What follows belongs to an exercise in optimizing a design on an open flow for small area, a short achievable clock period and few clock cycles; a production flow would make more cautious choices. Where RTL was checked, it was by simulation tests only, not by an equivalence proof against the original. For runs 4 to 7, only the layout was checked, not whether the RTL still works. Power and IR drop assume default switching activity.

`flow/config.mk`:
```
export PLATFORM = sky130hd
export DESIGN_NAME = icache_ctrl
export DESIGN_NICKNAME = icache_ctrl
export VERILOG_FILES = /design/flow/design.v
export SDC_FILE = /design/flow/constraint.sdc
export NUM_CORES = 4
export LEC_CHECK = 0
export CAP_MARGIN = 20
export CORE_MARGIN = 2
export CORE_UTILIZATION = 40
export SLEW_MARGIN = 20
```
`flow/constraint.sdc`:
```
create_clock -name core_clock -period 6.0 [get_ports {clk}]
set_input_delay 1.2000 -clock core_clock [delete_from_list [all_inputs] [get_ports {clk}]]
set_output_delay 1.2000 -clock core_clock [all_outputs]
set_load 0.01 [all_outputs]
```
`flow/design.v`:
```
module icache_ctrl #(
  parameter int unsigned LINES       = 16,
  parameter int unsigned MEM_LATENCY = 1
) (
  input  logic         clk,
  input  logic         reset,
  input  logic         pc_valid,
  input  logic [31:0]  pc,
  input  logic         flush,
  output logic [31:0]  inst,
  output logic         inst_valid,
  output logic         stall,
  output logic [31:0]  mem_address,
  input  logic [127:0] mem_dataline,
  output logic [31:0]  hit_count,
  output logic [31:0]  miss_count
);
  localparam int unsigned IDX   = $clog2(LINES);
  localparam int unsigned TAG_W = 28 - IDX;
  logic [27:0]        buf_line_q;     
  logic               buf_ok_q;       
  logic [27:0]        buf_line_inc;
  logic               buf_hit;
  logic               next_line;
  logic [31:0]        hit_count_q;
  logic [31:0]        miss_count_q;
  logic [LINES-1:0]   valid_q;
  logic [TAG_W-1:0]   tag_q [LINES];
  logic [IDX-1:0]     req_idx;
  logic [TAG_W-1:0]   req_tag;
  logic               req;
  logic               tag_miss;
  logic               new_miss;
  assign req_idx  = pc[3+IDX:4];
  assign req_tag  = pc[31:4+IDX];
  assign req      = pc_valid && !flush && !reset;
  assign tag_miss = !(valid_q[req_idx] && (tag_q[req_idx] == req_tag));
  assign new_miss = req && tag_miss;
  assign buf_hit      = buf_ok_q && (pc[31:4] == buf_line_q);
  assign buf_line_inc = buf_line_q + 28'd1;
  assign next_line    = buf_hit && (pc[3:2] == 2'd3);
  assign inst_valid  = req && buf_hit;
  assign stall       = pc_valid && !reset && (flush || !buf_hit);
  assign mem_address = {next_line ? buf_line_inc : pc[31:4], 4'b0000};
  assign hit_count   = hit_count_q;
  assign miss_count  = miss_count_q;
  always_comb begin
    case (pc[3:2])
      2'd0:    inst = mem_dataline[127:96];
      2'd1:    inst = mem_dataline[95:64];
      2'd2:    inst = mem_dataline[63:32];
      default: inst = mem_dataline[31:0];
    endcase
  end
  always_ff @(posedge clk or posedge reset) begin
    if (reset) begin
      buf_ok_q     <= 1'b0;
      hit_count_q  <= 32'h0;
      miss_count_q <= 32'h0;
      valid_q      <= '0;
    end else begin
      buf_ok_q <= !flush;
      if (inst_valid && hit_count_q != 32'hFFFF_FFFF)
        hit_count_q <= hit_count_q + 32'd1;
      if (new_miss && miss_count_q != 32'hFFFF_FFFF)
        miss_count_q <= miss_count_q + 32'd1;
      if (flush)
        valid_q <= '0;
      else if (new_miss)
        valid_q[req_idx] <= 1'b1;
    end
  end
  always_ff @(posedge clk) begin
    buf_line_q <= mem_address[31:4];
    if (new_miss)
      tag_q[req_idx] <= req_tag;
  end
endmodule
```
`flow/run.sh`:
```
#!/bin/bash
# synth_recipe.tcl (not shown) runs the flow's synth.tcl, then flattens the netlist and writes it again
# the make line also repeats each setting of config.mk as NAME=value (left out here)
make -C /OpenROAD-flow-scripts/flow DESIGN_CONFIG=/design/flow/config.mk WORK_HOME=/design/flow/orfs CLKGATE_MAP_FILE= SYNTH_SCRIPT=/design/flow/synth_recipe.tcl finish
```
==> results of run 1 <==
-- sequential cells by signal, summed over array words and instances (netlist names) --
register,count
buf_ok_q,1
hit_count_q,32
buf_line_q,28
valid_q,16
miss_count_q,32
tag_q,384
-- cells by family after synthesis --
family / Yosys count / synth area share
flops: 493 / 0.6544
simple gates: 304 / 0.07388
mux: 179 / 0.1475
xor+xnor: 137 / 0.05561
compound gates: 119 / 0.04204
buf+inv: 93 / 0.02175
fa+ha+maj: 8 / 0.004639
other cells: 1 / 0.0001738
-- cell usage after synthesis, drive strengths merged (3+ instances only) --
| master | number | share of area |
|---|---|---|
| nand4b | 3 | 0.0015 |
| o21ai | 16 | 0.0037 |
| nand3 | 45 | 0.010 |
| a21oi | 26 | 0.0060 |
| xor2 | 45 | 0.018 |
| nor4 | 9 | 0.0026 |
| a221oi | 8 | 0.0035 |
| dfxtp | 28 | 0.026 |
| buf | 35 | 0.012 |
| edfxtp | 384 | 0.53 |
| and4 | 5 | 0.0020 |
| nand2b | 5 | 0.0014 |
| xnor2 | 92 | 0.037 |
| nand4 | 36 | 0.011 |
| and3 | 41 | 0.012 |
| mux2i | 66 | 0.031 |
| a32o | 16 | 0.0074 |
| nor3 | 16 | 0.0048 |
| or3 | 3 | 0.00087 |
| o22ai | 4 | 0.0012 |
| nor2 | 57 | 0.0099 |
| ha | 8 | 0.0046 |
| nand2 | 64 | 0.011 |
| and2 | 9 | 0.0027 |
| inv | 21 | 0.0037 |
| a22oi | 6 | 0.0021 |
| clkbuf | 36 | 0.0063 |
| a22o | 14 | 0.0057 |
| o2111ai | 3 | 0.0012 |
| dfrtp | 81 | 0.094 |
| nor2b | 5 | 0.0014 |
| mux4 | 111 | 0.12 |
-- cell usage in the layout, fill, tap and decap left out, types with 3 or more instances in the layout --
cell             synthesis  layout
edfxtp_1               384     384
clkdlybuf4s50_1          0     283
mux4_2                 111     111
xnor2_1                 92      92
dfrtp_1                 81      81
mux2i_1                 66      66
nand2_1                 64      64
buf_4                   11      59
nor2_1                  57      57
clkbuf_16                0      52
nand3_1                 45      45
xor2_1                  45      45
and3_1                  41      41
nand4_1                 35      35
dfxtp_1                 28      28
a21oi_1                 26      26
inv_1                   20      19
o21ai_0                 16      16
a32o_1                  16      16
clkinv_1                 1      15
a22o_1                  14      14
buf_12                   1      14
nor3_1                  14      13
nor4_1                   9       9
clkinv_2                 0       8
and2_1                   8       8
ha_1                     8       8
clkbuf_1                36       8
bufinv_16                0       8
a221oi_1                 7       7
a22oi_1                  6       6
nor2b_1                  5       5
nand2b_1                 5       5
and4_1                   5       5
o22ai_1                  4       4
conb_1                   1       4
or3_1                    3       3
o2111ai_1                3       3
-- power by group --
part | total (mW) | internal (mW) | switching (mW)
Clock | 3.33 | 1.95 | 1.38
Sequential | 3.77 | 3.73 | 0.0431
Combinational | 0.742 | 0.376 | 0.366
-- final cells by class --
| type | instances | area (sq um) |
|---|---|---|
| multi-input cells | 751 | 7004 |
| clock buffers | 60 | 1331 |
| diodes | 1 | 2.502 |
| clock inverters | 38 | 440.4 |
| well taps | 696 | 870.8 |
| repair buffers | 359 | 3580 |
| fillers | 4459 | 26170 |
| inverters | 22 | 83.83 |
| flip-flops and latches | 493 | 14120 |
-- path summary, 6_finish.rpt --
kind | start | endpoint | slack [ps] | cells after the start
max in group asynchronous | reset | miss_count_q[31] | 3960 | 4
worst max-delay path | pc[19] | mem_address[13] | 430 | 10
worst min register to register | valid_q[14] | valid_q[14] | 490 | 1
worst min-delay path | valid_q[14] | valid_q[14] | 490 | 1
min in group asynchronous | reset | hit_count_q[0] | 1020 | 3
worst max register to register | tag_q[3][21] | tag_q[10][7] | 2350 | 11
-- worst max-delay path, stage by stage --
cell and delay, ps:
clkdlybuf4s50_1 650, xor2_1 270, nor4_1 310, buf_4 180, nand4b_1 240, nor3_2 310, buf_12 270, nor2_1 70
a21oi_1 250, clkdlybuf4s50_1 590
-- per-layer routing --
layer  up-vias  share of wire
met5         -              0
met4         0          0.045
met3        99          0.072
met2       523           0.49
met1      6841           0.39
li1       5946              -
==> flow_summary_export.csv, run 1 <==
group,metric,value,unit
drt,drtIter0Drc,1145,
global_routing,track_usage,0.2174,
timing,final-setup-viol-count,0,
clock_network,cts_buffer_depth,3,
cells_and_area,fin_nets,1851,
synthesis,yosys_warnings,1,
placed_design,dp_hpwl,41.24,mm
synthesis,synth_area,0.02158,sq mm
timing,final.period_utilization,0.9282,
power_and_ir_drop,power,7.845,mW
placed_design,place_inst,2321,
placed_design,pre_cts_slack,486.4,ps
floorplan,die_w,236.3,microns
timing,fin_tns_setup,0,ps
floorplan,core_area,0.05360,sq mm
worst_setup_path,cp_max_fo,56,
clock_network,cts_tree,"built",
global_routing,first_global_vias,13430,
worst_setup_path,worstPathArrival,4370,ps
global_routing,busiest_layer,"met2",
placed_design,portBuffers,287,
synthesis,synth_seq_cells,493,
global_routing,grtUsageMet3,0.04646,
worst_setup_path,end_kind,"output port",
synthesis,async_reset_ff_frac,0.1643,
floorplan,fp-row-count,85,
global_routing,grt_max_degree,57,
drt,vias,13410,
drt,dr.pass1.iters,5,
timing,fin_ws,430.9,ps
clock_network,clk_latency,630,ps
floorplan,initial_core_util,0.4025,
global_routing,grt-ovfl-total,0,
global_routing,grt_use_met1,0.2706,
timing,hold_viol,0,
cells_and_area,drive_gt1_frac,0.1608,
synthesis,synthCells,1334,
global_routing,antenna_found_initial,1,
clock_network,cts-root-buf,"clkbuf_16",
hold_path,hold_class,"reg2reg",
worst_setup_path,worstPathRequired,4800,ps
synthesis,ys_types,71,
drt,routed_wl,61.72,mm
timing,slew_headroom,0.4080,
clock_network,cts_setup_buffers,0,
worst_setup_path,critPathKind,"in2out",
global_routing,use_met2,0.3670,
flow_run,cap_violations,0,
clock_network,cts.hold.buffers_added,0,
floorplan,die_y,236.3,microns
clock_network,numCtsBuffers,52,
drt,detail_route.vias_per_cell,5.541,
drt,postRouteAntennaNets,0,
clock_network,cts_resized,0,
cells_and_area,syn2layout_area_growth,27.14,%
synthesis,syn_avg_cell_area,16.17,sq um
worst_setup_path,critPathLaunchType,"input pin",
drt,avgRoutedWirePerCell,25.51,microns
clock_network,cts_sinks,493,
timing,final-max-slew-violation-count,0,
cells_and_area,final_cells,2420,
cells_and_area,fin_util,0.5118,
power_and_ir_drop,p_leak,9.674,nW
synthesis,synth_ff_type,"edfxtp_1",
timing,worst_pin_slew,886.2,ps
floorplan,dieArea,0.05581,sq mm
clock_network,clkTransAtPathRegs,60,ps
global_routing,grt_first_pass_wirelength,88.98,mm
power_and_ir_drop,power_density,286.0,mW/mm^2
cells_and_area,final_area,0.02743,sq mm
run_status,status,"no timing/DRC/antenna violations",
clock_network,htree_levels,2,
timing,fin_worst_skew,44.35,ps
drt,drc,0,
placed_design,gp_congestion,0.8609,
power_and_ir_drop,ir_worst_vdd,0.2777,mV
timing,fmax,179.6,MHz
placed_design,dpl_cell_area,0.02566,sq mm
timing,grt_setup_unrepaired,"no",
synthesis,synth_edf_count,384,
timing,period_needed,5569,ps
floorplan,io_pins,294,
timing,holdWs,489.0,ps
synthesis,ys_seq_area_frac,0.6544,
Testbench counts, summed over its fixed seeds: cycles 36,656.
==> run 2, diff against run 1 <==
--- a/flow/config.mk
+++ b/flow/config.mk
@@ -10,2 +10,3 @@
 export CORE_UTILIZATION = 40
+export SETUP_SLACK_MARGIN = 2.5
 export SLEW_MARGIN = 20
==> run 2 against run 1 <==
Flip-flop and latch count did not move. First-iteration DRC count rose by 41%. Total power rose by 2.5%. Fmax rose by 27%. Sequential share of layout area fell by 6.1 points. Largest power group unchanged.
==> flow_summary_export.csv, run 2 <==
group,metric,value,unit
global_routing,grt_use_met1,0.3457,
floorplan,core_area,0.05360,sq mm
placed_design,portBuffers,287,
placed_design,dpl_cell_area,0.02595,sq mm
synthesis,async_reset_ff_frac,0.1643,
floorplan,dieArea,0.05581,sq mm
synthesis,syn_avg_cell_area,16.17,sq um
drt,postRouteAntennaNets,0,
timing,hold_viol,0,
cells_and_area,final_area,0.03113,sq mm
worst_setup_path,r2r_slack,2620,ps
synthesis,synth_top_area_cell,"edfxtp_1",
cells_and_area,final_common_cell,"edfxtp_1",
worst_setup_path,worstPathArrival,3190,ps
global_routing,grt_max_degree,81,
timing,final.period_utilization,0.7315,
global_routing,use_met2,0.3681,
clock_network,cts_sinks,493,
worst_setup_path,cp_max_fo,5,
global_routing,grtUsageMet3,0.06437,
synthesis,synth_edf_count,384,
clock_network,numCtsBuffers,51,
clock_network,cts.hold.buffers_added,0,
floorplan,die_w,236.3,microns
timing,fin_tns_setup,0,ps
global_routing,antenna_found_initial,0,
synthesis,synthTopCellsByArea,"edfxtp_1, mux4_2, dfrtp_1, xnor2_1, mux2i_1",
timing,slew_headroom,0.3288,
synthesis,yosysMostFrequentCell,"edfxtp_1",
synthesis,ys_types,71,
worst_setup_path,worstPathRequired,4800,ps
drt,vias,15100,
worst_setup_path,end_kind,"output port",
timing,final-setup-viol-count,0,
timing,fmax,227.8,MHz
drt,avgRoutedWirePerCell,28.24,microns
placed_design,gp_congestion,0.8125,
cells_and_area,fin_nets,2045,
run_status,status,"no timing/DRC/antenna violations",
cells_and_area,drive_gt1_frac,0.3783,
floorplan,die_y,236.3,microns
power_and_ir_drop,power_density,258.3,mW/mm^2
synthesis,synthCells,1334,
timing,worst_pin_slew,1007,ps
cells_and_area,fin_util,0.5808,
floorplan,initial_core_util,0.4025,
worst_setup_path,critPathKind,"in2out",
drt,dr.pass1.iters,6,
clock_network,htree_levels,2,
clock_network,cts_buffer_depth,3,
cells_and_area,syn2layout_area_growth,44.29,%
cells_and_area,layout_common_cells,"edfxtp_1, clkdlybuf4s50_1, buf_4",
timing,final-max-slew-violation-count,0,
global_routing,first_global_vias,14360,
synthesis,synth_top_cells_by_count,"edfxtp_1, mux4_2, xnor2_1, dfrtp_1, mux2i_1",
drt,drc,0,
floorplan,fp-row-count,85,
drt,detail_route.vias_per_cell,5.785,
global_routing,busiest_layer,"met2",
cells_and_area,num_antenna_cells,0,
global_routing,grt-ovfl-total,0,
power_and_ir_drop,ir_worst_vdd,0.2519,mV
cells_and_area,final_cells,2610,
synthesis,synth_seq_cells,493,
timing,fin_worst_skew,54.41,ps
cells_and_area,top_regs,"tag_q: 384 flops, hit_count_q: 32 flops, miss_count_q: 32 flops",
drt,drtIter0Drc,1619,
hold_path,hold_class,"reg2reg",
flow_run,cap_violations,0,
clock_network,cts-root-buf,"clkbuf_16",
placed_design,dp_hpwl,39.71,mm
clock_network,clk_latency,640,ps
cells_and_area,largest_register_ffs,384,
synthesis,yosysTopAreaCellShare,0.5344,
cells_and_area,regMostFlops,"tag_q",
clock_network,cts_tree,"built",
timing,grt_setup_unrepaired,"yes",
timing,period_needed,4389,ps
synthesis,synth_ff_type,"edfxtp_1",
placed_design,place_inst,2299,
synthesis,synth_area,0.02158,sq mm
global_routing,track_usage,0.2431,
floorplan,io_pins,294,
drt,routed_wl,73.72,mm
worst_setup_path,critPathLaunchType,"input pin",
synthesis,yosys_warnings,1,
global_routing,grt_first_pass_wirelength,98.08,mm
power_and_ir_drop,p_leak,11.44,nW
synthesis,ys_seq_area_frac,0.6544,
clock_network,clkTransAtPathRegs,60,ps
==> run 2: cell counts after synthesis <==
Identical to the previous run, type by type.
==> run 2: cell families (layout without fill, tap and decap cells) <==
kind of cell	Yosys count	count (layout)	synth area share
adder cells (fa/ha/maj)	8	8	0.004639
flip-flops	493	493	0.6544
multiplexers	179	179	0.1475
AND/OR/NAND/NOR	304	343	0.07388
AO/OA/AOI/OAI	119	119	0.04204
XOR/XNOR	137	137	0.05561
buffers and inverters	93	631	0.02175
other	1	4	0.0001738
==> run 2: metrics by stage <==
step / power, mW / worst slack [ps] / hold WS (ps)
floorplan: 4.223 / 1955 / 457.9
global placement: 4.600 / 444.3 / 469.3
detailed placement: 4.605 / 387.6 / 479.3
CTS: 7.981 / 1638 / 493.3
global route: 8.270 / 1499 / 499.6
finish: 8.043 / 1611 / 489.9
==> run 2: cell type report <==
class	count	area, sq um
Clock inverter	36	461.7
Clock buffer	58	1303
Inverter	22	98.84
Sequential cell	493	14120
Fill cell	4127	22470
Timing Repair Buffer	515	5674
Multi-Input combinational cell	790	8605
Tap cell	696	870.8
==> run 2: final timing paths <==
kind	start	to	cells after the start
max in group asynchronous	reset	hit_count_q[10]	3
worst min register to register	miss_count_q[30]	miss_count_q[30]	1
worst max-delay path	pc[8]	mem_address[20]	12
worst max register to register	buf_line_q[1]	hit_count_q[27]	15
min in group asynchronous	reset	buf_ok_q	2
worst min-delay path	miss_count_q[30]	miss_count_q[30]	1
==> run 2: routing by layer <==
metal / part of all wire / vias up
met5: 0.0019 / -
li1: - / 6405
met3: 0.10 / 173
met4: 0.035 / 2
met1: 0.41 / 7731
met2: 0.45 / 789
==> run 2: where the power goes <==
part	switching [mW]	internal [mW]
clock network	1.40	1.96
registers	0.0453	3.73
logic	0.454	0.449
==> run 2: repair_timing <==
action,4_1_cts,5_1_grt
resized for setup,508,153
setup buffers,71,90
endpoints found under the setup margin,524,495
cloned,31,25
pin swaps,26,40
==> run 2: worst max-delay path, cell delays in order <==
cell	delay, ps
buf_2	160
xor2_1	200
nor4_4	270
nand4b_1	160
buf_6	160
nor3_4	190
buf_6	170
buf_12	130
buf_16	150
nor2_4	50
a21oi_4	180
buf_6	140
==> run 3, diff against run 2 <==
--- a/flow/config.mk
+++ b/flow/config.mk
@@ -7,2 +7,3 @@
 export LEC_CHECK = 0
+export ABC_CLOCK_PERIOD_IN_PS = 3000
 export CAP_MARGIN = 20
==> run 3 against run 2 <==
Synthesized cell count is the same. Final cell count is the same. Still clean. Clock skew is the same. Critical endpoint unchanged. Largest power group unchanged. Non-clock buffer count is the same. Critical path type unchanged. Fmax is the same. Combinational power is essentially flat. Sequential power is essentially flat. Worst hold slack is the same. Die area is the same. Worst setup slack is the same. Routed wire length is the same. First-iteration DRC count is the same.
==> flow_summary_export.csv, run 3 <==
group,metric,value,unit
drt,postRouteAntennaNets,0,
worst_setup_path,slowest_stage,"nor4_4",
timing,hold_viol,0,
floorplan,io_pins,294,
worst_setup_path,worstPathArrival,3190,ps
timing,period_needed,4389,ps
placed_design,dp_hpwl,39.71,mm
worst_setup_path,critPathKind,"in2out",
timing,grt_setup_unrepaired,"yes",
floorplan,die_y,236.3,microns
cells_and_area,fin_nets,2045,
synthesis,yosysTopAreaCellShare,0.5344,
worst_setup_path,max_stage_delay,270,ps
timing,slew_headroom,0.3288,
synthesis,synth_top_area_cell,"edfxtp_1",
global_routing,first_global_vias,14360,
timing,final-max-slew-violation-count,0,
clock_network,numCtsBuffers,51,
clock_network,cts-root-buf,"clkbuf_16",
placed_design,gp_congestion,0.8125,
clock_network,clk_latency,640,ps
synthesis,ys_seq_area_frac,0.6544,
floorplan,dieArea,0.05581,sq mm
cells_and_area,final_area,0.03113,sq mm
timing,fin_worst_skew,54.41,ps
drt,dr.pass1.iters,6,
worst_setup_path,path_common_cell,"buf_6",
timing,final.period_utilization,0.7315,
worst_setup_path,path_delay_family,"buffers and inverters",
synthesis,syn_avg_cell_area,16.17,sq um
hold_path,min_from,"miss_count_q[30]",
drt,routed_wl,73.72,mm
worst_setup_path,critPathLaunchType,"input pin",
synthesis,synth_edf_count,384,
cells_and_area,final_common_cell,"edfxtp_1",
timing,fmax,227.8,MHz
worst_setup_path,r2r-start,"buf_line_q[1]",
clock_network,cts_sinks,493,
flow_run,cap_violations,0,
floorplan,initial_core_util,0.4025,
power_and_ir_drop,ir_worst_vdd,0.2519,mV
power_and_ir_drop,power_density,258.3,mW/mm^2
drt,vias,15100,
global_routing,grt_max_degree,81,
placed_design,place_inst,2299,
global_routing,grt_first_pass_wirelength,98.08,mm
worst_setup_path,cp_max_fo,5,
worst_setup_path,cp-startpoint,"pc[8]",
timing,worst_pin_slew,1007,ps
cells_and_area,final_cells,2610,
synthesis,synthTopCellsByArea,"edfxtp_1, mux4_2, dfrtp_1, xnor2_1, mux2i_1",
floorplan,fp-row-count,85,
hold_path,holdPathStages,1,
cells_and_area,layout_common_cells,"edfxtp_1, clkdlybuf4s50_1, buf_4",
clock_network,cts_buffer_depth,3,
worst_setup_path,cp_num_buf_inv,6,
cells_and_area,drive_gt1_frac,0.3783,
cells_and_area,fillers,4127,
synthesis,synth_ff_type,"edfxtp_1",
cells_and_area,top_regs,"tag_q: 384 flops, hit_count_q: 32 flops, miss_count_q: 32 flops",
drt,detail_route.vias_per_cell,5.785,
run_status,status,"no timing/DRC/antenna violations",
synthesis,synth_top_cells_by_count,"edfxtp_1, mux4_2, xnor2_1, dfrtp_1, mux2i_1",
placed_design,portBuffers,287,
timing,final-setup-viol-count,0,
worst_setup_path,critical_path_depth,12,
drt,drc,0,
hold_path,hold_class,"reg2reg",
cells_and_area,largest_register_ffs,384,
floorplan,die_w,236.3,microns
floorplan,core_area,0.05360,sq mm
global_routing,antenna_found_initial,0,
clock_network,cts_tree,"built",
cells_and_area,num_antenna_cells,0,
drt,drtIter0Drc,1619,
synthesis,synthCells,1334,
synthesis,synth_seq_cells,493,
cells_and_area,regMostFlops,"tag_q",
synthesis,async_reset_ff_frac,0.1643,
worst_setup_path,worstPathRequired,4800,ps
placed_design,dpl_cell_area,0.02595,sq mm
global_routing,grt-ovfl-total,0,
synthesis,synth_area,0.02158,sq mm
clock_network,clkTransAtPathRegs,60,ps
placed_design,pre_cts_slack,387.6,ps
timing,fin_tns_setup,0,ps
timing,fin_ws,1611,ps
cells_and_area,syn2layout_area_growth,44.29,%
global_routing,track_usage,0.2431,
power_and_ir_drop,p_leak,11.44,nW
synthesis,ys_types,71,
worst_setup_path,reg2reg_depth,15,
synthesis,yosys_warnings,1,
synthesis,yosysMostFrequentCell,"edfxtp_1",
worst_setup_path,path_cells,"buf_2 > xor2_1 > nor4_4 > nand4b_1 > buf_6 > nor3_4 > buf_6 > buf_12 > buf_16 > nor2_4 > a21oi_4 > buf_6",
worst_setup_path,end_kind,"output port",
clock_network,cts.hold.buffers_added,0,
drt,avgRoutedWirePerCell,28.24,microns
clock_network,htree_levels,2,
[run 3: cell counts after synthesis]
No cell type changed its count.
[run 3: kinds of logic after synthesis]
| family | count (synthesis) | share of synthesized area |
|---|---|---|
| DFF | 493 | 0.6544 |
| and+or+nand+nor | 304 | 0.07388 |
| muxes | 179 | 0.1475 |
| xor gates and xnor gates | 137 | 0.05561 |
| AOI/OAI and AO/OA | 119 | 0.04204 |
| buffers and inverters | 93 | 0.02175 |
| adders and majority gates | 8 | 0.004639 |
| other | 1 | 0.0001738 |
[run 3: worst register-to-register path: stages (launching register included)]
cell,delay [ps]
dfxtp_1,510
xor2_4,120
nor4_4,290
nand4b_1,170
buf_6,160
buf_4,130
buf_6,110
buf_4,120
or4b_4,560
nor3_4,240
buf_6,130
nand4_4,110
nor3_4,160
buf_6,160
nand4_1,120
xnor2_1,150
[run 3: power breakdown]
group / switching [mW] / internal, mW
sequential: 0.0453 / 3.73
clock: 1.40 / 1.96
combinational: 0.454 / 0.449
[run 3: through the flow]
step | hold WS [ps] | power [mW] | utilization
6_report | 489.9 | 8.043 | 0.5808
4_1_cts | 493.3 | 7.981 | 0.5466
2_1_floorplan | 457.9 | 4.223 | -
3_3_place_gp | 469.3 | 4.600 | 0.4841
3_5_place_dp | 479.3 | 4.605 | 0.4841
5_1_grt | 499.6 | 8.270 | 0.5808
[run 3: area by class of cell]
type	count	area, sq um	share of cell area
timing repair buffer	515	5674	0.1823
inverter	22	98.84	0.003175
clock inverter	36	461.7	0.01483
tap	696	870.8	0.02797
clock buffer	58	1303	0.04184
multi-input combinational	790	8605	0.2764
sequential	493	14120	0.4535
[run 3: layer usage]
layer,wire length [microns],track usage
met1,30240,0.3457
met2,33290,0.3681
met3,7435,0.06437
met4,2611,0.07173
met5,139,0
[run 3: final timing paths]
path	to	slack, ps
hold / removal	miss_count_q[30]	490
min in group asynchronous	buf_ok_q	860
setup / recovery	mem_address[20]	1610
hold reg to reg	miss_count_q[30]	490
setup reg to reg	hit_count_q[27]	2620
max in group asynchronous	hit_count_q[10]	4180
[run 3: repair_timing]
action	CTS	global route
setup endpoints to repair	524	495
cloned	31	25
resized for setup	508	153
pin swaps	26	40
buffers inserted	71	90
==> run 4, diff against run 3 <==
--- a/flow/design.v
+++ b/flow/design.v
@@ -21,2 +21,3 @@
   logic               buf_ok_q;       
+  logic               pending_q;      
   logic [27:0]        buf_line_inc;
@@ -24,2 +25,3 @@
   logic               next_line;
+  logic               req;
   logic [31:0]        hit_count_q;
@@ -28,12 +30,8 @@
   logic [TAG_W-1:0]   tag_q [LINES];
-  logic [IDX-1:0]     req_idx;
-  logic [TAG_W-1:0]   req_tag;
-  logic               req;
-  logic               tag_miss;
+  logic [IDX-1:0]     buf_idx;
+  logic [TAG_W-1:0]   buf_tag;
+  logic               buf_present;
+  logic               lookup;
   logic               new_miss;
-  assign req_idx  = pc[3+IDX:4];
-  assign req_tag  = pc[31:4+IDX];
-  assign req      = pc_valid && !flush && !reset;
-  assign tag_miss = !(valid_q[req_idx] && (tag_q[req_idx] == req_tag));
-  assign new_miss = req && tag_miss;
+  assign req          = pc_valid && !flush && !reset;
   assign buf_hit      = buf_ok_q && (pc[31:4] == buf_line_q);
@@ -44,2 +42,7 @@
   assign mem_address = {next_line ? buf_line_inc : pc[31:4], 4'b0000};
+  assign buf_idx     = buf_line_q[IDX-1:0];
+  assign buf_tag     = buf_line_q[27:IDX];
+  assign buf_present = valid_q[buf_idx] && (tag_q[buf_idx] == buf_tag);
+  assign lookup      = pending_q || inst_valid;
+  assign new_miss    = lookup && !buf_present;
   assign hit_count   = hit_count_q;
@@ -57,2 +60,3 @@
       buf_ok_q     <= 1'b0;
+      pending_q    <= 1'b0;
       hit_count_q  <= 32'h0;
@@ -61,3 +65,4 @@
     end else begin
-      buf_ok_q <= !flush;
+      buf_ok_q  <= !flush;
+      pending_q <= req && !buf_hit;
       if (inst_valid && hit_count_q != 32'hFFFF_FFFF)
@@ -69,3 +74,3 @@
       else if (new_miss)
-        valid_q[req_idx] <= 1'b1;
+        valid_q[buf_idx] <= 1'b1;
     end
@@ -75,3 +80,3 @@
     if (new_miss)
-      tag_q[req_idx] <= req_tag;
+      tag_q[buf_idx] <= buf_tag;
   end
--- a/flow/config.mk
+++ b/flow/config.mk
@@ -7,3 +7,2 @@
 export LEC_CHECK = 0
-export ABC_CLOCK_PERIOD_IN_PS = 3000
 export CAP_MARGIN = 20
@@ -11,3 +10,4 @@
 export CORE_UTILIZATION = 40
-export SETUP_SLACK_MARGIN = 2.5
+export SETUP_SLACK_MARGIN = 3.0
 export SLEW_MARGIN = 20
+export TNS_END_PERCENT = 5
==> run 4 against run 3 <==
Register-to-register slack got worse by 1300 ps. Routed wire length fell by 12%. Via count fell by 7.7%. Global-route usage fell by 1.5 points. Total power fell by 3.8%. Worst setup slack got worse by 390 ps. Fmax fell by 8.2%. First-iteration DRC count fell by 22%. Still clean.
==> flow_summary_export.csv, run 4 <==
group,metric,value,unit
run_status,status,"no timing/DRC/antenna violations",
power_and_ir_drop,netSwitchingFraction,0.2279,
power_and_ir_drop,p_switching,1.763,mW
cells_and_area,fin_nets,1907,
drt,drtIter0Drc,1267,
global_routing,track_usage,0.2279,
floorplan,die_w,237.8,microns
synthesis,yosys_warnings,1,
synthesis,yosysMostFrequentCell,"edfxtp_1",
global_routing,grt-ovfl-total,0,
drt,drc,0,
placed_design,gp_congestion,0.8347,
power_and_ir_drop,p_leak,10.21,nW
hold_path,hold_class,"reg2reg",
cells_and_area,largest_register_ffs,384,
cells_and_area,fillers,4294,
synthesis,synth_top_cells_by_count,"edfxtp_1, mux4_2, xnor2_1, nand2_1, dfrtp_1",
power_and_ir_drop,seq_power_share,0.488,
floorplan,initial_core_util,0.4053,
power_and_ir_drop,power,7.736,mW
timing,holdWs,498.5,ps
floorplan,io_pins,294,
synthesis,synthTopCellsByArea,"edfxtp_1, mux4_2, dfrtp_1, xnor2_1, mux2i_1",
timing,period_needed,4783,ps
clock_network,clk_latency,610,ps
synthesis,synth_ff_type,"edfxtp_1",
clock_network,cts-root-buf,"clkbuf_16",
cells_and_area,final_area,0.02870,sq mm
global_routing,antenna_found_initial,2,
worst_setup_path,worstPathRequired,4800,ps
placed_design,dp_hpwl,40.02,mm
power_and_ir_drop,power_density,269.6,mW/mm^2
timing,final-setup-viol-count,0,
synthesis,async_reset_ff_frac,0.1660,
global_routing,grt_max_degree,74,
timing,hold_viol,0,
synthesis,synth_seq_cells,494,
timing,final.period_utilization,0.7971,
synthesis,ys_seq_area_frac,0.6471,
clock_network,numCtsBuffers,52,
placed_design,dpl_cell_area,0.02570,sq mm
synthesis,synthCells,1370,
cells_and_area,drive_gt1_frac,0.2634,
synthesis,ys_types,65,
synthesis,synth_area,0.02186,sq mm
cells_and_area,syn2layout_area_growth,31.32,%
floorplan,dieArea,0.05653,sq mm
floorplan,fp-row-count,85,
timing,worst_pin_slew,928.8,ps
floorplan,core_area,0.05392,sq mm
drt,vias,13930,
synthesis,syn_avg_cell_area,15.95,sq um
power_and_ir_drop,internal_power,5.973,mW
drt,postRouteAntennaNets,0,
global_routing,grt_first_pass_wirelength,94.60,mm
worst_setup_path,cp_max_fo,4,
clock_network,cts_buffer_depth,3,
timing,fin_worst_skew,29.82,ps
worst_setup_path,critPathLaunchType,"input pin",
timing,slew_headroom,0.3808,
drt,routed_wl,65.20,mm
worst_setup_path,worstPathArrival,3580,ps
timing,fin_tns_setup,0,ps
cells_and_area,num_antenna_cells,0,
flow_run,cap_violations,0,
power_and_ir_drop,combinationalPowerShare,0.100,
drt,detail_route.vias_per_cell,5.633,
cells_and_area,final_common_cell,"edfxtp_1",
synthesis,yosysTopAreaCellShare,0.5276,
cells_and_area,layout_common_cells,"edfxtp_1, clkdlybuf4s50_1, mux4_2",
placed_design,portBuffers,287,
worst_setup_path,critPathKind,"in2out",
cells_and_area,regMostFlops,"tag_q",
drt,avgRoutedWirePerCell,26.36,microns
global_routing,first_global_vias,14160,
synthesis,synth_top_area_cell,"edfxtp_1",
cells_and_area,fin_util,0.5323,
timing,grt_setup_unrepaired,"yes",
drt,dr.pass1.iters,5,
clock_network,clkTransAtPathRegs,50,ps
timing,final-max-slew-violation-count,0,
synthesis,synth_edf_count,384,
power_and_ir_drop,ir_worst_vdd,0.1911,mV
worst_setup_path,end_kind,"output port",
cells_and_area,top_regs,"tag_q: 384 flops, hit_count_q: 32 flops, miss_count_q: 32 flops",
clock_network,htree_levels,2,
clock_network,cts_sinks,494,
clock_network,cts_tree,"built",
floorplan,die_y,237.8,microns
timing,fmax,209.1,MHz
power_and_ir_drop,pwr-share-clk,0.412,
clock_network,cts.hold.buffers_added,0,
-- run 4: cells by family after synthesis --
family	count (synthesis)	share of synthesized area
DFF	494	0.6471
and+or+nand+nor	318	0.07643
muxes	183	0.1507
xor gates and xnor gates	145	0.05811
AOI/OAI and AO/OA	111	0.03658
buffers and inverters	110	0.02628
adders and majority gates	8	0.004580
other	1	0.0001716
-- run 4: final cells by class --
class,count,area [sq um],share of cell area
clock buffers,74,1414,0.04926
clock inverters,22,245.2,0.008544
inverters,21,85.08,0.002964
multi-input cells,769,7834,0.2729
flip-flops and latches,494,14170,0.4936
well taps,696,870.8,0.03034
repair buffers,397,4085,0.1423
-- run 4: worst max-delay path: stages --
cell and delay [ps]:
buf_6 100, xnor2_1 190, nand4_1 210, nor4_2 350, buf_4 180, nand4_1 210
inv_2 170, nand3_4 140, buf_6 170, buf_12 130, buf_12 140, o21ai_4 120
buf_6 150, buf_6 110
-- run 4: per-stage QoR --
step / instances / setup slack [ps]
floorplan: 1373 / 2005
finish: 2473 / 1217
global route: 2473 / 1122
CTS: 2460 / 1316
global placement: 2318 / 213.4
detailed placement: 2318 / 105.9
-- run 4: path summary, 6_finish.rpt --
check | start | to | slack [ps] | depth (start not counted)
worst min-delay path | hit_count_q[16] | hit_count_q[16] | 500 | 1
worst max register to register | buf_line_q[11] | buf_line_q[10] | 1320 | 29
max in group asynchronous | reset | miss_count_q[22] | 3870 | 3
worst max-delay path | pc[22] | mem_address[27] | 1220 | 14
min in group asynchronous | reset | hit_count_q[28] | 920 | 2
worst min register to register | hit_count_q[16] | hit_count_q[16] | 500 | 1
-- run 4: power by group through the flow --
stage / clock (mW) / sequential [mW] / combinational (mW)
6_report: 3.19 / 3.77 / 0.777
2_1_floorplan: 0 / 3.84 / 0.358
3_3_place_gp: 0 / 3.85 / 0.700
5_1_grt: 3.37 / 3.78 / 0.820
4_1_cts: 3.23 / 3.77 / 0.762
3_5_place_dp: 0 / 3.85 / 0.707
-- run 4: what timing repair did --
| item | CTS | global route |
|---|---|---|
| setup buffers | 40 | 11 |
| resized for setup | 332 | 72 |
| endpoints found under the setup margin | 554 | 539 |
| pin swaps | 52 | 13 |
| cloned | 6 | 1 |
-- run 4: layer usage --
layer,global-route usage,part of all wire
met2,0.3485,0.46
met3,0.06631,0.091
met1,0.3205,0.43
met5,0,0.00041
met4,0.05794,0.021
==> run 5, diff against run 4 <==
--- a/flow/config.mk
+++ b/flow/config.mk
@@ -10,4 +10,2 @@
 export CORE_UTILIZATION = 40
-export SETUP_SLACK_MARGIN = 3.0
 export SLEW_MARGIN = 20
-export TNS_END_PERCENT = 5
==> run 5 against run 4 <==
Clock skew increased by 3.1 ps. Die area stayed put. Non-clock buffer count decreased by 23. Total power rose by 2.5%. Final cell count decreased by 0.73%. Clock-buffer cell count decreased by 10. Combinational power fell by 5.9%. Cell area decreased by 3.4%. Critical path type unchanged. Critical endpoint is now mem_address[19]. Routed wire length fell by 1.0%. Area after synthesis stayed put. Worst setup slack worse by 980 ps.
==> flow_summary_export.csv, run 5 <==
group,metric,value,unit
worst_setup_path,worstPathRequired,4800,ps
cells_and_area,final_area,0.02771,sq mm
synthesis,synth_ff_type,"edfxtp_1",
power_and_ir_drop,combinationalPowerShare,0.092,
run_status,status,"no timing/DRC/antenna violations",
cells_and_area,syn2layout_area_growth,26.80,%
clock_network,cts_buffer_depth,3,
clock_network,clk_latency,610,ps
power_and_ir_drop,power_density,286.1,mW/mm^2
timing,fin_worst_skew,32.90,ps
synthesis,synth_top_area_cell,"edfxtp_1",
global_routing,antenna_found_initial,5,
worst_setup_path,critPathKind,"in2out",
clock_network,numCtsBuffers,53,
cells_and_area,regMostFlops,"tag_q",
synthesis,yosysTopAreaCellShare,0.5276,
global_routing,grt_first_pass_wirelength,93.41,mm
synthesis,ys_seq_area_frac,0.6471,
clock_network,cts_resized,0,
synthesis,synth_area,0.02186,sq mm
cells_and_area,drive_gt1_frac,0.1770,
placed_design,dp_hpwl,43.62,mm
floorplan,fp-row-count,85,
synthesis,synth_seq_cells,494,
power_and_ir_drop,p_switching,1.802,mW
power_and_ir_drop,p_leak,9.767,nW
cells_and_area,largest_register_ffs,384,
clock_network,cts-root-buf,"clkbuf_16",
global_routing,first_global_vias,13890,
power_and_ir_drop,pwr-share-clk,0.432,
floorplan,dieArea,0.05653,sq mm
hold_path,hold_class,"reg2reg",
power_and_ir_drop,seq_power_share,0.475,
timing,fmax,173.4,MHz
placed_design,dpl_cell_area,0.02588,sq mm
timing,final.period_utilization,0.9613,
worst_setup_path,worstPathArrival,4570,ps
clock_network,cts_sinks,494,
synthesis,async_reset_ff_frac,0.1660,
timing,final-max-slew-violation-count,0,
worst_setup_path,cp_max_fo,34,
power_and_ir_drop,power,7.929,mW
timing,slew_headroom,0.3292,
floorplan,initial_core_util,0.4053,
timing,final-setup-viol-count,0,
cells_and_area,fin_nets,1885,
clock_network,cts_tree,"built",
clock_network,htree_levels,2,
worst_setup_path,path_cells,"clkdlybuf4s50_1 > xnor2_1 > nand4_1 > nor4_1 > nand4_1 > inv_1 > nand3_2 > buf_12 > o21ai_0 > buf_4 > clkdlybuf4s50_1",
drt,drc,0,
timing,worst_pin_slew,1003,ps
cells_and_area,seq_area,0.01415,sq mm
cells_and_area,final_common_cell,"edfxtp_1",
global_routing,grt_max_degree,84,
floorplan,die_y,237.8,microns
synthesis,ys_types,65,
drt,dr.pass1.iters,5,
power_and_ir_drop,netSwitchingFraction,0.2273,
placed_design,portBuffers,287,
synthesis,yosys_warnings,1,
drt,drtIter0Drc,1549,
worst_setup_path,max_stage_delay,540,ps
power_and_ir_drop,ir_worst_vdd,0.1876,mV
flow_run,cap_violations,0,
timing,hold_viol,0,
cells_and_area,fillers,4482,
synthesis,synthTopCellsByArea,"edfxtp_1, mux4_2, dfrtp_1, xnor2_1, mux2i_1",
timing,grt_setup_unrepaired,"no",
cells_and_area,fin_util,0.5140,
worst_setup_path,slowest_stage,"clkdlybuf4s50_1",
drt,vias,13860,
synthesis,yosysMostFrequentCell,"edfxtp_1",
cells_and_area,layout_common_cells,"edfxtp_1, clkdlybuf4s50_1, mux4_2",
global_routing,grt-ovfl-total,0,
clock_network,cts.hold.buffers_added,0,
clock_network,cts_setup_buffers,0,
synthesis,syn_avg_cell_area,15.95,sq um
drt,routed_wl,64.52,mm
drt,detail_route.vias_per_cell,5.644,
cells_and_area,top_regs,"tag_q: 384 flops, hit_count_q: 32 flops, miss_count_q: 32 flops",
timing,fin_tns_setup,0,ps
worst_setup_path,end_kind,"output port",
power_and_ir_drop,internal_power,6.127,mW
drt,postRouteAntennaNets,0,
synthesis,synth_edf_count,384,
synthesis,synth_top_cells_by_count,"edfxtp_1, mux4_2, xnor2_1, nand2_1, dfrtp_1",
synthesis,synthCells,1370,
cells_and_area,multi_input_area,0.007178,sq mm
clock_network,clkTransAtPathRegs,60,ps
placed_design,gp_congestion,0.8745,
floorplan,io_pins,294,
drt,avgRoutedWirePerCell,26.28,microns
global_routing,track_usage,0.2271,
floorplan,die_w,237.8,microns
timing,period_needed,5768,ps
floorplan,core_area,0.05392,sq mm
worst_setup_path,critPathLaunchType,"input pin",
run 5: power by group through the flow:
stage               combinational (mW)  sequential, mW  clock [mW]
floorplan                        0.350            3.84           0
global placement                 0.723            3.84           0
detailed placement               0.727            3.84           0
CTS                              0.732            3.77        3.48
global route                     0.774            3.77        3.61
finish                           0.731            3.77        3.43
run 5: metal layers:
metal	routed length, microns	vias to the layer above	GRT usage
met2	29610	590	0.3504
met5	43	-	0
met1	27490	7130	0.3166
met3	5697	93	0.05563
li1	-	6038	-
met4	1674	6	0.07490
run 5: worst max-delay path: cells and delay by family:
kind,cells,cell delay (ps)
simple gates,4,1020
xor+xnor,1,420
buf+inv,5,1620
compound gates,1,290
run 5: kinds of logic after synthesis:
logic type	after synthesis	synth area share
adders and majority gates	8	0.004580
and+or+nand+nor	318	0.07643
other	1	0.0001716
muxes	183	0.1507
xor gates and xnor gates	145	0.05811
AOI/OAI and AO/OA	111	0.03658
buffers and inverters	110	0.02628
DFF	494	0.6471
run 5: area by class of cell:
class / instances / share of cell area
antenna: 2 / 0.0001806
clock buffer: 64 / 0.04971
clock inverter: 35 / 0.01580
inverter: 21 / 0.002890
multi-input combinational: 769 / 0.2590
sequential: 494 / 0.5106
tap: 696 / 0.03142
timing repair buffer: 374 / 0.1303
run 5: metrics by stage:
stage          instances  hold slack (ps)  setup slack, ps
4_1_cts             2453            486.0            267.0
3_5_place_dp        2354            477.6            318.8
5_1_grt             2455            514.2            96.09
3_3_place_gp        2354            476.1            333.0
6_report            2455            481.5            232.3
2_1_floorplan       1373            458.0           -121.8
run 5: worst paths after layout:
path,from,cells after the start,end,slack [ps]
min reg2reg,hit_count_q[16],1,hit_count_q[16],480
max reg2reg,buf_line_q[3],10,tag_q[9][17],940
max,pc[26],11,mem_address[19],230
min,hit_count_q[16],1,hit_count_q[16],480
min in group asynchronous,reset,3,miss_count_q[2],1170
max in group asynchronous,reset,3,miss_count_q[17],4310
==> run 6, diff against run 5 <==
--- a/flow/config.mk
+++ b/flow/config.mk
@@ -10,2 +10,3 @@
 export CORE_UTILIZATION = 40
+export SETUP_SLACK_MARGIN = 2.5
 export SLEW_MARGIN = 20
==> run 6 against run 5 <==
Clock skew decreased by 8.5 ps. Routed wire length increased by 20%. Largest power group unchanged. Worst setup slack improved by 1100 ps. Register-to-register slack improved by 680 ps. Critical path depth unchanged. Area after synthesis unchanged. Combinational power increased by 22%. Critical path type unchanged. Die area unchanged. Sequential power about the same. Total power decreased by 1.5%. Final cell count increased by 5.6%. Global-route usage increased by 3.9 points.
==> flow_summary_export.csv, run 6 <==
group,metric,value,unit
synthesis,ys_seq_area_frac,0.6471,
timing,fmax,215.7,MHz
power_and_ir_drop,p_leak,11.32,nW
timing,fin_ws,1364,ps
timing,final.period_utilization,0.7726,
cells_and_area,final_area,0.03103,sq mm
cells_and_area,fin_util,0.5754,
clock_network,cts.hold.buffers_added,0,
power_and_ir_drop,netSwitchingFraction,0.2356,
floorplan,io_pins,294,
synthesis,async_reset_ff_frac,0.1660,
worst_setup_path,path_cells,"dlygate4sd2_1 > xor2_2 > nor4_1 > nand4_1 > inv_2 > nand3_4 > buf_8 > buf_8 > o21ai_4 > buf_6 > buf_6",
synthesis,synth_ff_type,"edfxtp_1",
cells_and_area,fillers,4136,
timing,fin_tns_setup,0,ps
timing,grt_setup_unrepaired,"yes",
run_status,status,"no timing/DRC/antenna violations",
clock_network,clkTransAtPathRegs,60,ps
clock_network,numCtsBuffers,51,
clock_network,cts_sinks,494,
synthesis,synth_top_cells_by_count,"edfxtp_1, mux4_2, xnor2_1, nand2_1, dfrtp_1",
cells_and_area,layout_common_cells,"edfxtp_1, clkdlybuf4s50_1, mux4_2",
clock_network,cts_tree,"built",
worst_setup_path,path_delay_family,"buffers and inverters",
cells_and_area,largest_register_ffs,384,
synthesis,yosys_warnings,1,
worst_setup_path,cp_max_fo,7,
clock_network,cts-root-buf,"clkbuf_16",
timing,slew_headroom,0.3326,
synthesis,syn_avg_cell_area,15.95,sq um
clock_network,cts_buffer_depth,3,
timing,final-max-slew-violation-count,0,
power_and_ir_drop,power_density,251.6,mW/mm^2
floorplan,dieArea,0.05653,sq mm
cells_and_area,top_regs,"tag_q: 384 flops, hit_count_q: 32 flops, miss_count_q: 32 flops",
drt,postRouteAntennaNets,0,
power_and_ir_drop,combinationalPowerShare,0.114,
hold_path,hold_class,"reg2reg",
cells_and_area,syn2layout_area_growth,41.96,%
global_routing,grt-ovfl-total,0,
global_routing,first_global_vias,15400,
power_and_ir_drop,internal_power,5.968,mW
worst_setup_path,worstPathArrival,3440,ps
cells_and_area,regMostFlops,"tag_q",
power_and_ir_drop,pwr-share-clk,0.403,
placed_design,place_inst,2319,
drt,drc,0,
placed_design,pre_cts_slack,181.1,ps
worst_setup_path,max_stage_delay,330,ps
floorplan,core_area,0.05392,sq mm
synthesis,synth_top_area_cell,"edfxtp_1",
placed_design,dpl_cell_area,0.02566,sq mm
power_and_ir_drop,p_switching,1.839,mW
worst_setup_path,r2r_slack,1620,ps
synthesis,yosysTopAreaCellShare,0.5276,
synthesis,yosysMostFrequentCell,"edfxtp_1",
power_and_ir_drop,power,7.807,mW
worst_setup_path,critPathKind,"in2out",
drt,drtIter0Drc,1893,
global_routing,track_usage,0.2659,
power_and_ir_drop,seq_power_share,0.483,
global_routing,grt_first_pass_wirelength,108.8,mm
timing,hold_viol,0,
worst_setup_path,end_kind,"output port",
global_routing,antenna_found_initial,6,
drt,avgRoutedWirePerCell,29.91,microns
synthesis,synthTopCellsByArea,"edfxtp_1, mux4_2, dfrtp_1, xnor2_1, mux2i_1",
global_routing,grt_max_degree,81,
timing,holdWs,487.0,ps
synthesis,synth_seq_cells,494,
cells_and_area,drive_gt1_frac,0.3691,
timing,final-setup-viol-count,0,
timing,period_needed,4636,ps
drt,detail_route.vias_per_cell,6.046,
floorplan,initial_core_util,0.4053,
cells_and_area,final_common_cell,"edfxtp_1",
clock_network,htree_levels,2,
floorplan,die_w,237.8,microns
worst_setup_path,critPathLaunchType,"input pin",
clock_network,clk_latency,600,ps
timing,worst_pin_slew,993.5,ps
timing,fin_worst_skew,24.37,ps
placed_design,portBuffers,287,
drt,vias,15670,
drt,routed_wl,77.53,mm
drt,dr.pass1.iters,6,
worst_setup_path,worstPathRequired,4800,ps
cells_and_area,final_cells,2592,
worst_setup_path,cp_num_buf_inv,6,
synthesis,synth_area,0.02186,sq mm
synthesis,ys_types,65,
floorplan,fp-row-count,85,
placed_design,gp_congestion,0.8407,
synthesis,synthCells,1370,
flow_run,cap_violations,0,
floorplan,die_y,237.8,microns
power_and_ir_drop,ir_worst_vdd,0.1859,mV
cells_and_area,fin_nets,2024,
worst_setup_path,slowest_stage,"nor4_1",
placed_design,dp_hpwl,41.35,mm
synthesis,synth_edf_count,384,
run 6: final cells by class:
class | count | area [sq um] | share of cell area
Inverter | 21 | 86.33 | 0.002782
Sequential cell | 494 | 14160 | 0.4564
Timing Repair Buffer | 473 | 5328 | 0.1717
Clock inverter | 25 | 200.2 | 0.006452
Multi-Input combinational cell | 811 | 8926 | 0.2877
Clock buffer | 70 | 1449 | 0.04670
Antenna cell | 2 | 5.005 | 0.0001613
Tap cell | 696 | 870.8 | 0.02807
run 6: per-layer routing:
layer  global-route usage  up-vias  routed length, microns
met1               0.3678     8001                   30600
li1                     -     6476                       -
met4               0.1077        6                    3515
met3              0.08222      221                    9006
met5                    0        -                      25
met2               0.3914      967                   34380
run 6: power by group through the flow:
stage	logic (mW)	clock network, mW	registers [mW]
after floorplan	0.360	0	3.84
after global placement	0.714	0	3.84
after detailed placement	0.720	0	3.84
after CTS	0.818	3.18	3.77
after global routing	0.930	3.31	3.77
final	0.889	3.15	3.77
run 6: kinds of logic after synthesis:
family	share of synthesized area
compound gates	0.03658
xor+xnor	0.05811
fa+ha+maj	0.004580
buf+inv	0.02628
flops	0.6471
mux	0.1507
other cells	0.0001716
simple gates	0.07643
run 6: worst paths after layout:
kind,from,endpoint,cells after the start
min in group asynchronous,reset,pending_q,2
min,hit_count_q[11],hit_count_q[11],1
min reg2reg,hit_count_q[11],hit_count_q[11],1
max in group asynchronous,reset,miss_count_q[6],3
max,pc[12],mem_address[22],11
max reg2reg,buf_line_q[0],miss_count_q[1],16
run 6: repair_timing:
| item | CTS | global route |
|---|---|---|
| pin swaps | 86 | 60 |
| resized for setup | 666 | 162 |
| setup endpoints to repair | 523 | 491 |
| buffers inserted | 73 | 37 |
| cloned | 58 | 8 |
==> run 7, diff against run 6 <==
--- a/flow/config.mk
+++ b/flow/config.mk
@@ -10,3 +10,3 @@
 export CORE_UTILIZATION = 40
-export SETUP_SLACK_MARGIN = 2.5
+export SETUP_SLACK_MARGIN = 2.0
 export SLEW_MARGIN = 20
==> run 7 against run 6 <==
Still clean on timing, DRC and antenna. Non-clock buffer count down 25. Cell area down 1.2%. Worst setup slack better by 100 ps. Total power about the same. Critical endpoint is now mem_address[31]. Largest power group unchanged.
==> flow_summary_export.csv, run 7 <==
group,metric,value,unit
run_status,status,"no timing/DRC/antenna violations",
clock_network,clk_latency,610,ps
floorplan,die_y,237.8,microns
cells_and_area,drive_gt1_frac,0.3403,
power_and_ir_drop,netSwitchingFraction,0.2305,
drt,drtIter0Drc,1760,
synthesis,synth_edf_count,384,
placed_design,gp_congestion,0.8695,
power_and_ir_drop,p_leak,11.00,nW
drt,detail_route.vias_per_cell,5.969,
timing,worst_pin_slew,1210,ps
synthesis,yosys_warnings,1,
worst_setup_path,worstPathArrival,3330,ps
clock_network,htree_levels,2,
timing,final-setup-viol-count,0,
synthesis,synthCells,1370,
worst_setup_path,path_delay_family,"buffers and inverters",
global_routing,first_global_vias,15280,
clock_network,cts.hold.buffers_added,0,
synthesis,yosysTopAreaCellShare,0.5276,
drt,drc,0,
flow_run,cap_violations,0,
cells_and_area,regMostFlops,"tag_q",
power_and_ir_drop,combinationalPowerShare,0.110,
worst_setup_path,end_kind,"output port",
synthesis,synth_area,0.02186,sq mm
global_routing,antenna_found_initial,6,
power_and_ir_drop,ir_worst_vdd,0.1877,mV
global_routing,grt-ovfl-total,0,
synthesis,synthTopCellsByArea,"edfxtp_1, mux4_2, dfrtp_1, xnor2_1, mux2i_1",
worst_setup_path,slowest_stage,"nor4_4",
worst_setup_path,critical_path_depth,14,
placed_design,pre_cts_slack,305.8,ps
worst_setup_path,timing.rr.end,"tag_q[5][0]",
timing,final.period_utilization,0.7558,
clock_network,cts_sinks,494,
synthesis,synth_seq_cells,494,
worst_setup_path,path_cells,"clkbuf_2 > xnor2_2 > nand4_1 > nor4_4 > nand4_1 > buf_6 > inv_4 > nand3_4 > buf_12 > buf_12 > buf_16 > nand2_4 > o21ai_4 > buf_6",
worst_setup_path,r2r-start,"buf_line_q[0]",
cells_and_area,fin_nets,1999,
worst_setup_path,cp_max_fo,7,
synthesis,synth_ff_type,"edfxtp_1",
timing,fin_worst_skew,38.21,ps
power_and_ir_drop,p_switching,1.800,mW
timing,final-max-slew-violation-count,0,
worst_setup_path,critPathKind,"in2out",
floorplan,dieArea,0.05653,sq mm
floorplan,core_area,0.05392,sq mm
timing,slew_headroom,0.1931,
drt,vias,15320,
synthesis,yosysMostFrequentCell,"edfxtp_1",
drt,avgRoutedWirePerCell,28.95,microns
cells_and_area,fin_util,0.5683,
power_and_ir_drop,power_density,254.9,mW/mm^2
synthesis,synth_top_area_cell,"edfxtp_1",
floorplan,die_w,237.8,microns
cells_and_area,fillers,4099,
timing,fmax,220.5,MHz
clock_network,numCtsBuffers,51,
hold_path,holdPathStages,1,
global_routing,grt_max_degree,65,
timing,grt_setup_unrepaired,"yes",
worst_setup_path,max_stage_delay,280,ps
worst_setup_path,crit_end,"mem_address[31]",
synthesis,syn_avg_cell_area,15.95,sq um
timing,period_needed,4535,ps
synthesis,synth_top_cells_by_count,"edfxtp_1, mux4_2, xnor2_1, nand2_1, dfrtp_1",
timing,fin_tns_setup,0,ps
drt,postRouteAntennaNets,0,
placed_design,portBuffers,287,
cells_and_area,top_regs,"tag_q: 384 flops, hit_count_q: 32 flops, miss_count_q: 32 flops",
cells_and_area,syn2layout_area_growth,40.22,%
cells_and_area,layout_common_cells,"edfxtp_1, clkdlybuf4s50_1, mux4_2",
cells_and_area,largest_register_ffs,384,
worst_setup_path,reg2reg_depth,16,
power_and_ir_drop,pwr-share-clk,0.407,
power_and_ir_drop,seq_power_share,0.483,
clock_network,clkTransAtPathRegs,60,ps
synthesis,ys_types,65,
drt,dr.pass1.iters,6,
worst_setup_path,r2r_slack,1670,ps
cells_and_area,final_common_cell,"edfxtp_1",
worst_setup_path,worstPathRequired,4800,ps
worst_setup_path,critPathLaunchType,"input pin",
worst_setup_path,cp_num_buf_inv,7,
clock_network,cts_tree,"built",
power_and_ir_drop,internal_power,6.011,mW
timing,hold_viol,0,
floorplan,io_pins,294,
timing,holdWs,488.6,ps
synthesis,ys_seq_area_frac,0.6471,
floorplan,fp-row-count,85,
drt,routed_wl,74.28,mm
clock_network,cts_buffer_depth,3,
synthesis,async_reset_ff_frac,0.1660,
floorplan,initial_core_util,0.4053,
worst_setup_path,cp-startpoint,"pc[7]",
placed_design,dp_hpwl,39.74,mm
timing,fin_ws,1465,ps
global_routing,track_usage,0.2562,
clock_network,cts-root-buf,"clkbuf_16",
global_routing,grt_first_pass_wirelength,105.5,mm
hold_path,hold_class,"reg2reg",
==> run 7: changes by cell type in the layout (fill, tap and decap cells not counted), moves of 7 or more <==
| cell | before | now |
|---|---|---|
| buf_2 | 35 | 11 |
| buf_6 | 85 | 54 |
| clkbuf_2 | 4 | 14 |
| clkdlybuf4s50_1 | 172 | 228 |
| dlygate4sd2_1 | 20 | 3 |
| dlymetal6s2s_1 | 10 | 3 |
| nand3_4 | 13 | 6 |
| xnor2_1 | 83 | 90 |
| xnor2_2 | 20 | 12 |
==> run 7: cell families (layout without fill, tap and decap cells) <==
logic type,count (synthesis),in the layout,share of synthesized area
DFF,494,494,0.6471
and+or+nand+nor,318,360,0.07643
muxes,183,183,0.1507
xor gates and xnor gates,145,145,0.05811
AOI/OAI and AO/OA,111,111,0.03658
buffers and inverters,110,564,0.02628
adders and majority gates,8,8,0.004580
other,1,5,0.0001716
==> run 7: metrics by stage <==
step           instance area, sq um  instances  power [mW]
3_3_place_gp                  25750       2326       4.551
2_1_floorplan                 21960       1373       4.194
3_5_place_dp                  25750       2326       4.556
4_1_cts                       29890       2538       7.792
6_report                      30650       2566       7.811
5_1_grt                       30640       2565       8.039
==> run 7: worst register-to-register path, stage by stage (launching register included) <==
cell and delay (ps):
dfxtp_4 360, buf_6 130, buf_12 130, buf_16 160, buf_16 180, mux2i_4 190, a22o_1 240, o211ai_2 170
nand4_1 110, or4_4 550, or4_4 500, or4_4 600, buf_12 170, buf_6 110, buf_8 140, buf_6 120
and4_4 240
==> run 7: final cells by class <==
class / instances / area, sq um / share of cell area
clock inverter: 20 / 214.0 / 0.006982
inverter: 21 / 85.08 / 0.002776
timing repair buffer: 448 / 5029 / 0.1641
multi-input combinational: 811 / 8820 / 0.2878
antenna: 1 / 2.502 / 0.00008166
clock buffer: 75 / 1458 / 0.04756
sequential: 494 / 14170 / 0.4623
tap: 696 / 870.8 / 0.02842
==> run 7: worst min-delay path by stage <==
| stage | start | end | slack, ps |
|---|---|---|---|
| finish | hit_count_q[3] | hit_count_q[3] | 490 |
| global route | hit_count_q[11] | hit_count_q[11] | 510 |
| CTS | miss_count_q[19] | miss_count_q[19] | 490 |
| detailed placement | hit_count_q[3] | hit_count_q[3] | 490 |
| global placement | valid_q[14] | valid_q[14] | 480 |
| floorplan | valid_q[0] | valid_q[0] | 460 |
==> run 7: what timing repair did <==
action                     in CTS  in global routing
setup buffers                  60                 18
pin swaps                      72                 67
gates cloned                   57                  9
setup endpoints to repair     513                513
resized for setup             442                146
==> run 7: power by group through the flow <==
stage	Sequential [mW]	Combinational, mW	Clock [mW]
finish	3.77	0.861	3.18
detailed placement	3.85	0.710	0
global route	3.78	0.901	3.36
CTS	3.77	0.809	3.21
floorplan	3.84	0.355	0
global placement	3.85	0.705	0
==> run 7: layer usage <==
metal  global-route usage  part of all wire
met5                    0           0.00051
met4               0.1027             0.052
met3              0.07676              0.11
met2               0.3795              0.45
met1               0.3544              0.39
==> run 8, diff against run 7 <==
--- a/flow/design.v
+++ b/flow/design.v
@@ -21,3 +21,2 @@
   logic               buf_ok_q;       
-  logic               pending_q;      
   logic [27:0]        buf_line_inc;
@@ -30,11 +29,13 @@
   logic [TAG_W-1:0]   tag_q [LINES];
-  logic [IDX-1:0]     buf_idx;
-  logic [TAG_W-1:0]   buf_tag;
-  logic               buf_present;
-  logic               lookup;
+  logic [IDX-1:0]     req_idx;
+  logic [TAG_W-1:0]   req_tag;
+  logic               tag_miss;
   logic               new_miss;
-  assign req          = pc_valid && !flush && !reset;
-  assign buf_hit      = buf_ok_q && (pc[31:4] == buf_line_q);
-  assign buf_line_inc = buf_line_q + 28'd1;
-  assign next_line    = buf_hit && (pc[3:2] == 2'd3);
+  assign req       = pc_valid && !flush && !reset;
+  assign buf_hit   = buf_ok_q && (pc[31:4] == buf_line_q);
+  assign next_line = buf_ok_q && (pc[3:2] == 2'd3) && (pc[7:4] == buf_line_q[3:0]);
+  always_comb begin
+    for (int i = 0; i < 28; i++)
+      buf_line_inc[i] = buf_line_q[i] ^ (&(buf_line_q | ~((28'd1 << i) - 28'd1)));
+  end
   assign inst_valid  = req && buf_hit;
@@ -42,7 +43,6 @@
   assign mem_address = {next_line ? buf_line_inc : pc[31:4], 4'b0000};
-  assign buf_idx     = buf_line_q[IDX-1:0];
-  assign buf_tag     = buf_line_q[27:IDX];
-  assign buf_present = valid_q[buf_idx] && (tag_q[buf_idx] == buf_tag);
-  assign lookup      = pending_q || inst_valid;
-  assign new_miss    = lookup && !buf_present;
+  assign req_idx  = pc[3+IDX:4];
+  assign req_tag  = pc[31:4+IDX];
+  assign tag_miss = !(valid_q[req_idx] && (tag_q[req_idx] == req_tag));
+  assign new_miss = req && tag_miss;
   assign hit_count   = hit_count_q;
@@ -60,3 +60,2 @@
       buf_ok_q     <= 1'b0;
-      pending_q    <= 1'b0;
       hit_count_q  <= 32'h0;
@@ -66,3 +65,2 @@
       buf_ok_q  <= !flush;
-      pending_q <= req && !buf_hit;
       if (inst_valid && hit_count_q != 32'hFFFF_FFFF)
@@ -74,3 +72,3 @@
       else if (new_miss)
-        valid_q[buf_idx] <= 1'b1;
+        valid_q[req_idx] <= 1'b1;
     end
@@ -80,3 +78,3 @@
     if (new_miss)
-      tag_q[buf_idx] <= buf_tag;
+      tag_q[req_idx] <= req_tag;
   end
--- a/flow/config.mk
+++ b/flow/config.mk
@@ -9,3 +9,3 @@
 export CORE_MARGIN = 2
-export CORE_UTILIZATION = 40
+export CORE_UTILIZATION = 65
 export SETUP_SLACK_MARGIN = 2.0
==> run 8 against run 7 <==
Now fails the layout checks on capacitance limit, slew limit. Area after synthesis increased by 0.47%. Flip-flop and latch count decreased by 1. Worst hold slack got worse by 5.0 ps. Sequential power about the same. Sequential share of layout area increased by 1.9 points. Clock-buffer cell count decreased by 9. Register-to-register slack improved by 410 ps. Critical path type is now in2reg.
==> flow_summary_export.csv, run 8 <==
group,metric,value,unit
cells_and_area,final_common_cell,"edfxtp_1",
drt,detail_route.vias_per_cell,7.377,
global_routing,antenna_found_initial,17,
worst_setup_path,worstPathArrival,4940,ps
drt,vias,17350,
timing,final-max-slew-violation-count,32,
synthesis,ys_types,68,
cells_and_area,regMostFlops,"tag_q",
synthesis,synth_top_area_cell,"edfxtp_1",
floorplan,core_area,0.03336,sq mm
timing,final-setup-viol-count,0,
placed_design,dp_hpwl,42.46,mm
hold_path,hold_class,"reg2reg",
placed_design,gp_congestion,0.9559,
synthesis,synthSimpleGateAreaFrac,0.07419,
cells_and_area,syn2layout_area_growth,33.70,%
run_status,status,"complete, but fails checks",
synthesis,async_reset_ff_frac,0.1643,
synthesis,synth_top_cells_by_count,"edfxtp_1, mux4_2, nand2_1, xor2_1, dfrtp_1",
drt,drc,0,
worst_setup_path,critPathLaunchType,"input pin",
timing,fmax,215.7,MHz
worst_setup_path,path_cells,"buf_12 > buf_6 > mux2i_1 > a22oi_1 > a31oi_1 > nor3b_1 > a31oi_1 > or4_4 > a2111oi_4 > buf_6 > nor2_4 > buf_12 > and3_4",
flow_run,cap_violations,2,
clock_network,clk_latency,590,ps
clock_network,cts_buffer_depth,3,
run_status,so.violations,"capacitance limit, slew limit",
worst_setup_path,end_kind,"flip-flop",
synthesis,synth-xor-area-share,0.05385,
clock_network,numCtsBuffers,48,
worst_setup_path,r2r-start,"tag_q[3][13]",
worst_setup_path,cp_num_buf_inv,4,
timing,worst_pin_slew,1714,ps
synthesis,yosys_warnings,1,
cells_and_area,largest_register_ffs,384,
synthesis,synth_seq_cells,493,
timing,hold_viol,0,
synthesis,ys_seq_area_frac,0.6430,
synthesis,synthMuxAreaShare,0.1531,
floorplan,die_w,187.8,microns
timing,period_needed,4636,ps
global_routing,grt_use_met1,0.5071,
hold_path,min_from,"hit_count_q[25]",
drt,routed_wl,86.46,mm
drt,avgRoutedWirePerCell,36.76,microns
worst_setup_path,cp_max_fo,17,
drt,drtIter0Drc,3192,
clock_network,cts-root-buf,"clkbuf_16",
cells_and_area,top_regs,"tag_q: 384 flops, hit_count_q: 32 flops, miss_count_q: 32 flops",
worst_setup_path,path_delay_family,"simple AND/OR/NAND/NOR gates",
cells_and_area,fin_nets,2024,
floorplan,io_pins,294,
worst_setup_path,slowest_stage,"mux2i_1",
worst_setup_path,critPathKind,"in2reg",
synthesis,synthTopCellsByArea,"edfxtp_1, mux4_2, dfrtp_1, xor2_1, mux2i_1",
synthesis,synth_area,0.02196,sq mm
global_routing,track_usage,0.4312,
global_routing,busiest_layer,"met2",
clock_network,cts_tree,"built",
floorplan,initial_core_util,0.6581,
floorplan,fp-row-count,67,
cells_and_area,drive_gt1_frac,0.2982,
synthesis,synth_top_family_by_area,"multiplexers",
timing,grt_setup_unrepaired,"yes",
synthesis,synth_ff_type,"edfxtp_1",
drt,postRouteAntennaNets,0,
cells_and_area,final_area,0.02936,sq mm
worst_setup_path,cp-startpoint,"pc[4]",
global_routing,grtUsageMet3,0.1086,
global_routing,grt-ovfl-total,0,
global_routing,grt_max_degree,63,
clock_network,htree_levels,2,
cells_and_area,fin_util,0.8800,
global_routing,first_global_vias,15960,
timing,fin_worst_skew,43.85,ps
synthesis,synthCells,1394,
synthesis,synth_fa_ha_area_frac,0.006838,
floorplan,dieArea,0.03527,sq mm
power_and_ir_drop,power_density,266.9,mW/mm^2
timing,final.period_utilization,0.7726,
timing,fin_tns_setup,0,ps
synthesis,synth_edf_count,384,
synthesis,yosysMostFrequentCell,"edfxtp_1",
global_routing,use_met2,0.7017,
clock_network,clkTransAtPathRegs,60,ps
floorplan,die_y,187.8,microns
synthesis,synth_compound_gate_area_share,0.04137,
clock_network,cts_sinks,493,
drt,dr.pass1.iters,23,
cells_and_area,layout_common_cells,"edfxtp_1, clkdlybuf4s50_1, mux4_2",
synthesis,yosysTopAreaCellShare,0.5251,
placed_design,dpl_cell_area,0.02559,sq mm
placed_design,portBuffers,287,
power_and_ir_drop,p_leak,10.82,nW
synthesis,syn_avg_cell_area,15.75,sq um
worst_setup_path,worstPathRequired,6300,ps
power_and_ir_drop,ir_worst_vdd,0.3014,mV
global_routing,grt_first_pass_wirelength,108.3,mm
timing,slew_headroom,-0.1468,
worst_setup_path,max_stage_delay,610,ps
run 8: timing repair:
action,CTS,global route
setup buffers,48,38
setup endpoints to repair,494,466
hold endpoints to repair,0,0
gates resized for setup,303,160
hold buffers,0,0
cloned,32,18
pin swaps,44,38
run 8: layout make-up:
type	instances	area, sq um
clock buffers	66	1324
multi-input cells	829	8235
inverters	29	118.9
flip-flops and latches	493	14120
clock inverters	24	231.5
repair buffers	446	4723
well taps	448	560.5
fillers	1364	4005
repair inverters	1	5.005
diodes	16	40.04
run 8: final timing paths:
kind	slack, ps	depth (start not counted)	endpoint
max	1360	13	tag_q[15][6]
min	480	1	hit_count_q[25]
max reg2reg	2080	11	tag_q[15][6]
min reg2reg	480	1	hit_count_q[25]
max in group asynchronous	3860	3	miss_count_q[7]
min in group asynchronous	1060	2	hit_count_q[3]
run 8: kinds of logic after synthesis:
| family | Yosys count |
|---|---|
| flip-flops | 493 |
| AND/OR/NAND/NOR | 329 |
| multiplexers | 191 |
| XOR/XNOR | 135 |
| AO/OA/AOI/OAI | 127 |
| buffers and inverters | 106 |
| adder cells (fa/ha/maj) | 12 |
| other | 1 |
run 8: power breakdown:
part	leakage (nW)	total, mW	switching, mW	internal [mW]
Sequential	4.78	3.78	0.0534	3.73
Combinational	5.27	0.943	0.500	0.443
Clock	0.763	3.11	1.38	1.73
run 8: per-stage QoR:
step                      setup WS, ps  hold slack (ps)  std cells  power, mW
after CTS                         1893            487.0       2280      7.599
after floorplan                   1594            458.0       1397      4.225
after global placement           494.3            468.6       2110      4.586
final                             1364            483.5       2352      7.835
after detailed placement         445.0            475.8       2110      4.603
after global routing              1413            505.1       2352      7.944
run 8: routing by layer:
| metal | part of all wire | vias up |
|---|---|---|
| li1 | - | 6412 |
| met1 | 0.28 | 8237 |
| met2 | 0.45 | 2062 |
| met3 | 0.15 | 639 |
| met4 | 0.11 | 0 |
| met5 | 0 | - |
Testbench counts of run 8, summed over its fixed seeds: cycles 36,683.

Check on run 8: ideal ports give 1.364 ns setup slack; a clkbuf_16 on the clock port and buf_2 on the inputs give 1.064 ns; moving port delays by the midpoint clock arrival (0.627 ns) as well gives 0.437 ns.
